Source: an optimization exercise on an open RTL-to-GDS flow (aim: small area, a short achievable clock period and few clock cycles per item). Production flows keep margins and buffers that such runs may drop.
Only simulation tests tie the RTL to the original design; equivalence was not proved.

==> run a <==
Design date_difference_days_top, start of the top module:
module date_difference_days_top #(
  parameter int unsigned YEAR_MAX = 9999
) (
  input  logic                      clk_i,
  input  logic                      rst_ni,
  input  logic                      valid_i,
  output logic                      stall_o,
  input  logic [dd_pkg::DAY_W-1:0]   first_day_i,
  input  logic [dd_pkg::MONTH_W-1:0] first_month_i,
  input  logic [dd_pkg::YEAR_W-1:0]  first_year_i,
  input  logic [dd_pkg::DAY_W-1:0]   second_day_i,
  input  logic [dd_pkg::MONTH_W-1:0] second_month_i,
  input  logic [dd_pkg::YEAR_W-1:0]  second_year_i,
  output logic                      valid_o,
  input  logic                      stall_i,
  output logic [dd_pkg::DIFF_W-1:0]  day_difference_o
);
==> flow/config.mk <==
export PLATFORM = sky130hd
export DESIGN_NAME = date_difference_days_top
export DESIGN_NICKNAME = date_difference_days_top
export VERILOG_FILES = /design/flow/design.v
export SDC_FILE = /design/flow/constraint.sdc
export NUM_CORES = 4
export LEC_CHECK = 0
export CAP_MARGIN = 20
export CORE_MARGIN = 2
export CORE_UTILIZATION = 70
export CTS_BUF_LIST = sky130_fd_sc_hd__clkbuf_8
export GPL_ROUTABILITY_DRIVEN = 0
export GPL_TIMING_DRIVEN = 0
export SETUP_SLACK_MARGIN = 1.6
export SLEW_MARGIN = 20
export SYNTH_HIERARCHICAL = 1
export SYNTH_MINIMUM_KEEP_SIZE = 0
==> flow/constraint.sdc <==
create_clock -name core_clock -period 5.5 [get_ports {clk_i}]
set_input_delay 1.1000 -clock core_clock [delete_from_list [all_inputs] [get_ports {clk_i}]]
set_output_delay 1.1000 -clock core_clock [all_outputs]
set_load 0.01 [all_outputs]
standard.sh (not shown) runs the stock make flow with config.mk's settings and CLKGATE_MAP_FILE= SYNTH_SCRIPT=/design/flow/synth_recipe.tcl, a recipe that flattens the netlist after the stock synthesis.
==> flow/flow/run.sh <==
#!/bin/bash
# Standard layout, with the port buffers made of sky130_fd_sc_hd__buf_2 cells instead of the
# buffer_ports default. All output goes to flow.log in the work folder.
set -o pipefail
export BUFFER_PORTS_ARGS="-buffer_cell sky130_fd_sc_hd__buf_2"
bash standard.sh > flow.log 2>&1
==> run b (differences from run a) <==
--- a/flow/config.mk
+++ b/flow/config.mk
@@ -10,7 +10,9 @@
 export CORE_UTILIZATION = 70
 export CTS_BUF_LIST = sky130_fd_sc_hd__clkbuf_8
+export CTS_CLUSTER_DIAMETER = 100
+export CTS_CLUSTER_SIZE = 30
 export GPL_ROUTABILITY_DRIVEN = 0
 export GPL_TIMING_DRIVEN = 0
-export SETUP_SLACK_MARGIN = 1.6
+export SETUP_SLACK_MARGIN = 1.5
 export SLEW_MARGIN = 20
 export SYNTH_HIERARCHICAL = 1
==> run c (differences from run a) <==
--- a/flow/config.mk
+++ b/flow/config.mk
@@ -8,9 +8,8 @@
 export CAP_MARGIN = 20
 export CORE_MARGIN = 2
-export CORE_UTILIZATION = 70
-export CTS_BUF_LIST = sky130_fd_sc_hd__clkbuf_8
+export CORE_UTILIZATION = 80
 export GPL_ROUTABILITY_DRIVEN = 0
 export GPL_TIMING_DRIVEN = 0
-export SETUP_SLACK_MARGIN = 1.6
+export SETUP_SLACK_MARGIN = 1.5
 export SLEW_MARGIN = 20
 export SYNTH_HIERARCHICAL = 1
==> summary.txt <==
item	run c	run a	run b
Outcome	finished clean	finished clean	finished clean
Clock edge transition at the registers on the reported setup and hold paths	60 ps	100 ps	100 ps
Count of clock-net buffers in the final layout	10	11	11
Fraction of area in multi-input gates	60.3%	60.2%	60.6%
Setup slack after placement	880 ps	899 ps	899 ps
Clock Root Buffer	sky130_fd_sc_hd__clkbuf_16	sky130_fd_sc_hd__clkbuf_8	sky130_fd_sc_hd__clkbuf_8
Per-cell via count in the routed design	6.09	5.61	5.62
Layout clock area frac	2.20%	1.75%	1.78%
Met3 wirelength from detailed routing	1650 um	932 um	961 um
Relative area change from synthesis to final layout	10.5%	11.5%	9.94%
Testbench counts of run a, summed over its fixed seeds: cycles 12,016, items 12,000.
Testbench counts of run b, summed over its fixed seeds: cycles 12,016, items 12,000.
Testbench counts of run c, summed over its fixed seeds: cycles 12,016, items 12,000.

---

==> inputs of v38 <==
Another version of the RTL of date_difference_days_top (not shown whole).
==> flow/config.mk <==
export PLATFORM = sky130hd
export DESIGN_NAME = date_difference_days_top
export DESIGN_NICKNAME = date_difference_days_top
export VERILOG_FILES = /design/flow/design.v
export SDC_FILE = /design/flow/constraint.sdc
export NUM_CORES = 4
export LEC_CHECK = 0
export CAP_MARGIN = 20
export CORE_MARGIN = 2
export CORE_UTILIZATION = 70
export GPL_ROUTABILITY_DRIVEN = 0
export GPL_TIMING_DRIVEN = 0
export SLEW_MARGIN = 20
==> flow/constraint.sdc <==
create_clock -name core_clock -period 5.5 [get_ports {clk_i}]
set_input_delay 1.1000 -clock core_clock [delete_from_list [all_inputs] [get_ports {clk_i}]]
set_output_delay 1.1000 -clock core_clock [all_outputs]
set_load 0.01 [all_outputs]
Scripts as last shown in full above: flow/flow/run.sh
==> v35 (differences from v38) <==
==> flow/run.sh (new file) <==
#!/bin/bash
# synth_recipe.tcl (not shown) runs the flow's synth.tcl, then flattens the netlist and writes it again
# the make line also repeats each setting of config.mk as NAME=value (left out here)
make -C /OpenROAD-flow-scripts/flow DESIGN_CONFIG=/design/flow/config.mk WORK_HOME=/design/flow/orfs CLKGATE_MAP_FILE= SYNTH_SCRIPT=/design/flow/synth_recipe.tcl finish
- GPL_ROUTABILITY_DRIVEN: 0 -> default
- GPL_TIMING_DRIVEN: 0 -> default
removed: flow/flow/run.sh
removed: flow/standard.sh
==> v4 (differences from v38) <==
==> flow/run.sh (new file) <==
#!/bin/bash
# synth_recipe.tcl (not shown) runs the flow's synth.tcl, then flattens the netlist and writes it again
# the make line also repeats each setting of config.mk as NAME=value (left out here)
make -C /OpenROAD-flow-scripts/flow DESIGN_CONFIG=/design/flow/config.mk WORK_HOME=/design/flow/orfs CLKGATE_MAP_FILE= SYNTH_SCRIPT=/design/flow/synth_recipe.tcl finish
removed: flow/flow/run.sh
removed: flow/standard.sh
==> flow_summary.toml <==
[run_status]
status = "failed layout checks"
so.violations = "negative setup slack"

[final_layout]
nClkBuffers = 11
fillers = 826
sh_seq_area_pct = 16.4
clkCellAreaFrac_pct = 2.87

[sta]
finalWorstSetupSlack_ps = -127
finalSetupViolCount = 4

[clock_tree]
post_cts_resize_count = 67
That was v4.
==> flow_summary.toml <==
[run_status]
status = "failed layout checks"
so.violations = "negative setup slack"

[sta]
finalWorstSetupSlack_ps = -190
finalSetupViolCount = 6

[final_layout]
nClkBuffers = 9
fillers = 703

[pwr]
That was v35.
==> flow_summary.toml <==
[final_layout]
clkCellAreaFrac_pct = 3.09
sh_seq_area_pct = 17.3
fillers = 932

[clock_tree]
post_cts_resize_count = 19

[sta]
finalSetupViolCount = 1
finalWorstSetupSlack_ps = -33.6

[run_status]
so.violations = "negative setup slack"
status = "failed layout checks"
That was v38.

---

==> trial 27 <==
Another version of the RTL of date_difference_days_top (not shown whole).
Settings: LEC_CHECK=0, CAP_MARGIN=5, CORE_MARGIN=2, CORE_UTILIZATION=70, CTS_BUF_LIST=sky130_fd_sc_hd__clkbuf_8, GPL_ROUTABILITY_DRIVEN=0, GPL_TIMING_DRIVEN=0, SETUP_SLACK_MARGIN=1.5, SLEW_MARGIN=5, SYNTH_HIERARCHICAL=1, SYNTH_MINIMUM_KEEP_SIZE=0; clock period 5.5 ns.
==> flow/flow/run.sh <==
#!/bin/bash
# Standard layout, with the port buffers made of sky130_fd_sc_hd__buf_2 cells instead of the
# buffer_ports default. All output goes to flow.log in the work folder.
set -o pipefail
export BUFFER_PORTS_ARGS="-buffer_cell sky130_fd_sc_hd__buf_2"
bash standard.sh > flow.log 2>&1
==> trial 95 (differences from trial 27) <==
- CAP_MARGIN: 5 -> 20
- SLEW_MARGIN: 5 -> 20
==> comparison <==
- In synthesized cell count, trial 27 and trial 95 do not differ.
- In count of clock-buffer cells in the layout, trial 27 and trial 95 do not differ.
- Area after synthesis is the same in trial 27 and trial 95.
- In register-to-register slack, trial 27 and trial 95 hardly differ.
- Fmax: trial 95 is higher than trial 27 (about 0.7%).
- Hold slack: trial 95 is lower than trial 27 (0.0078 ns).
- Clock skew: trial 95 is lower than trial 27 (0.0036 ns).
- Sequential share of layout area: trial 27 is higher than trial 95 (0.11 points).
- Trial 27 produced a clean layout. Trial 95 ran to the end with no violations.
==> figures <==
item                                                                trial 27                 trial 95
Cell with the largest stage delay on the worst path                 edfxtp_1                     fa_2
Post-Layout Cell Count                                                  1208                     1207
Number of global-route vias before repair                               6802                     6883
Layout-stage area growth over the synthesis result                    8.203%                   8.636%
Fin Clk Skew                                                      0.01590 ns               0.01230 ns
Total detailed-routing wirelength                                   19.27 mm                 19.67 mm
Layout cell share with drive strength beyond 1                        13.18%                   12.81%
Tot GR Track Use                                                      26.09%                   26.52%
Detail Route met3 WL                                                1.016 mm              899 microns
Post-route standard cell area excluding fillers                  11260 sq um              11300 sq um
WL met1                                                             8.607 mm                 8.729 mm
Global-route track usage on met3                                      4.885%                   3.951%
Status                                               complete, no violations  complete, no violations
Total stage count of the critical path                                    10                       11
Post-route minimum period                                           3.917 ns                 3.888 ns
Testbench counts of trial 27, summed over its fixed seeds: cycles 12,016, items 12,000.
Testbench counts of trial 95, summed over its fixed seeds: cycles 12,016, items 12,000.

---

==> job 9936 <==
date_difference_days_top, a different RTL version from the one above (not shown whole).
export LEC_CHECK = 0
export ABC_AREA = 1
export CAP_MARGIN = 20
export CORE_MARGIN = 2
export CORE_UTILIZATION = 70
export GPL_ROUTABILITY_DRIVEN = 0
export GPL_TIMING_DRIVEN = 0
export SLEW_MARGIN = 20
create_clock -name core_clock -period 5.5 [get_ports {clk_i}]
Scripts as last shown in full above: flow/flow/run.sh
==> job 7184: changes against job 9936 <==
Settings changed: ABC_AREA 1 to unset, SETUP_SLACK_MARGIN set to 0.15.
==> summary.txt <==
Of job 7184 and job 9936, job 7184 has the higher utilization (gap 4.0 points).
Against job 7184, the wire length of job 9936 is larger by about 2.4%.
Between job 7184 and job 9936, the lower register-to-register slack is in job 7184 (gap 0.08 ns).
==> figures <==
item	job 9936	job 7184
First-pass GRT wire length	41.06 mm	35.74 mm
Non-clock buffer area fraction after layout	0.03949	0.05487
Starting utilization of the core area	0.7156	0.7200
Post-layout worst setup margin	0.1033 ns	0.08745 ns
Number of tap cells inserted	188	180
Simple-gate share of the synthesized area	0.1833	0.1087
Fraction of standard cell area that is sequential	0.1575	0.1632
Run status	complete, no violations	complete, no violations
Sum of buffers and inverters on the critical path	4	3
Footprint of the multi-input gates	7810 um2	7644 um2
Post-layout min period	5.397 ns	5.413 ns
Testbench counts of job 9936, summed over its fixed seeds: cycles 12,008, items 12,000.
Testbench counts of job 7184, summed over its fixed seeds: cycles 12,008, items 12,000.

---

==> v12: inputs <==
RTL: one of the versions met above, not the one the previous note started from.
==> flow/config.mk <==
export PLATFORM = sky130hd
export DESIGN_NAME = date_difference_days_top
export DESIGN_NICKNAME = date_difference_days_top
export VERILOG_FILES = /design/flow/design.v
export SDC_FILE = /design/flow/constraint.sdc
export NUM_CORES = 4
export LEC_CHECK = 0
export CAP_MARGIN = 20
export CORE_MARGIN = 2
export CORE_UTILIZATION = 70
export GPL_ROUTABILITY_DRIVEN = 0
export GPL_TIMING_DRIVEN = 0
export SETUP_SLACK_MARGIN = 1.5
export SLEW_MARGIN = 20
export SYNTH_HIERARCHICAL = 1
export SYNTH_MINIMUM_KEEP_SIZE = 0
==> flow/constraint.sdc <==
create_clock -name core_clock -period 5.5 [get_ports {clk_i}]
set_input_delay 1.1000 -clock core_clock [delete_from_list [all_inputs] [get_ports {clk_i}]]
set_output_delay 1.1000 -clock core_clock [all_outputs]
set_load 0.01 [all_outputs]
Scripts as last shown in full above: flow/flow/run.sh
==> v10: changes against v12 <==
--- a/flow/config.mk
+++ b/flow/config.mk
@@ -10,2 +10,3 @@
 export CORE_UTILIZATION = 70
+export CTS_BUF_LIST = sky130_fd_sc_hd__clkbuf_8
 export GPL_ROUTABILITY_DRIVEN = 0
==> v1: changes against v12 <==
--- a/flow/config.mk
+++ b/flow/config.mk
@@ -10,5 +10,6 @@
 export CORE_UTILIZATION = 70
+export CTS_BUF_LIST = sky130_fd_sc_hd__clkbuf_8
 export GPL_ROUTABILITY_DRIVEN = 0
 export GPL_TIMING_DRIVEN = 0
-export SETUP_SLACK_MARGIN = 1.5
+export SETUP_SLACK_MARGIN = 1.7
 export SLEW_MARGIN = 20
==> comparison <==
Flip-flop and latch count is the same in v10 and v12.
The highest via count belongs to v1, the lowest to v10.
Worst hold slack: v1 > v10 > v12.
Global-route usage: v1 < v10 < v12.
In synthesized cell count, v10 and v12 do not differ.
Cell count: v10 < v12 < v1.
Testbench counts of v12, summed over its fixed seeds: cycles 12,016, items 12,000.
Testbench counts of v10, summed over its fixed seeds: cycles 12,016, items 12,000.
Testbench counts of v1, summed over its fixed seeds: cycles 12,016, items 12,000.

==> what the ideal ports hide <==
The flow's constraints put no driver on any port. The routed layouts listed below were extracted and timed again, unchanged, in two steps. Step 1 assumes that a clkbuf_16 drives the clock port and a buf_2 every other input. Step 2 also shifts input and output timing later by t, the mid clock arrival at the registers, as if the neighbouring blocks saw the same clock. a / b / c = no drivers / after step 1 / after step 2; a / b = the first two.
| run | t (ns) | setup slack, ns | latest minus earliest clock arrival (ns) | slew at the worst register clock pin (ns) | pins driven straight from the clock port |
|---|---|---|---|---|---|
| run a | 0.421 | 1.587 / 1.568 / 1.158 | 0.016 / 0.017 | 0.10 / 0.10 | 1 |
| run b | 0.421 | 1.587 / 1.558 / 1.186 | 0.017 / 0.018 | 0.10 / 0.10 | 1 |
| run c | 0.393 | 1.396 / 1.420 / 1.028 | 0.007 / 0.007 | 0.06 / 0.06 | 1 |
| v38 | 0.390 | -0.034 / -0.077 / -0.193 | 0.007 / 0.008 | 0.06 / 0.06 | 1 |
| v35 | 0.396 | -0.190 / -0.236 / -0.220 | 0.007 / 0.006 | 0.06 / 0.06 | 1 |
| v4 | 0.388 | -0.127 / -0.171 / -0.343 | 0.006 / 0.006 | 0.06 / 0.06 | 1 |
| trial 27 | 0.423 | 1.583 / 1.546 / 1.275 | 0.016 / 0.017 | 0.11 / 0.11 | 1 |
| trial 95 | 0.410 | 1.612 / 1.576 / 1.240 | 0.013 / 0.013 | 0.10 / 0.10 | 1 |
| job 9936 | 0.386 | 0.103 / 0.131 / -0.255 | 0.015 / 0.015 | 0.06 / 0.06 | 1 |
| job 7184 | 0.386 | 0.087 / 0.110 / -0.275 | 0.010 / 0.009 | 0.06 / 0.06 | 1 |
| v12 | 0.391 | 1.544 / 1.543 / 1.152 | 0.011 / 0.010 | 0.07 / 0.07 | 1 |
| v10 | 0.421 | 1.587 / 1.558 / 1.186 | 0.017 / 0.018 | 0.10 / 0.10 | 1 |
| v1 | 0.418 | 1.523 / 1.495 / 1.076 | 0.014 / 0.013 | 0.10 / 0.10 | 1 |
With both steps, setup timing fails in job 9936 and job 7184, where it was met with ideal ports. The setup slack of v1, which loses most, moves by -0.028 ns with the drivers and by -0.447 ns with both steps.
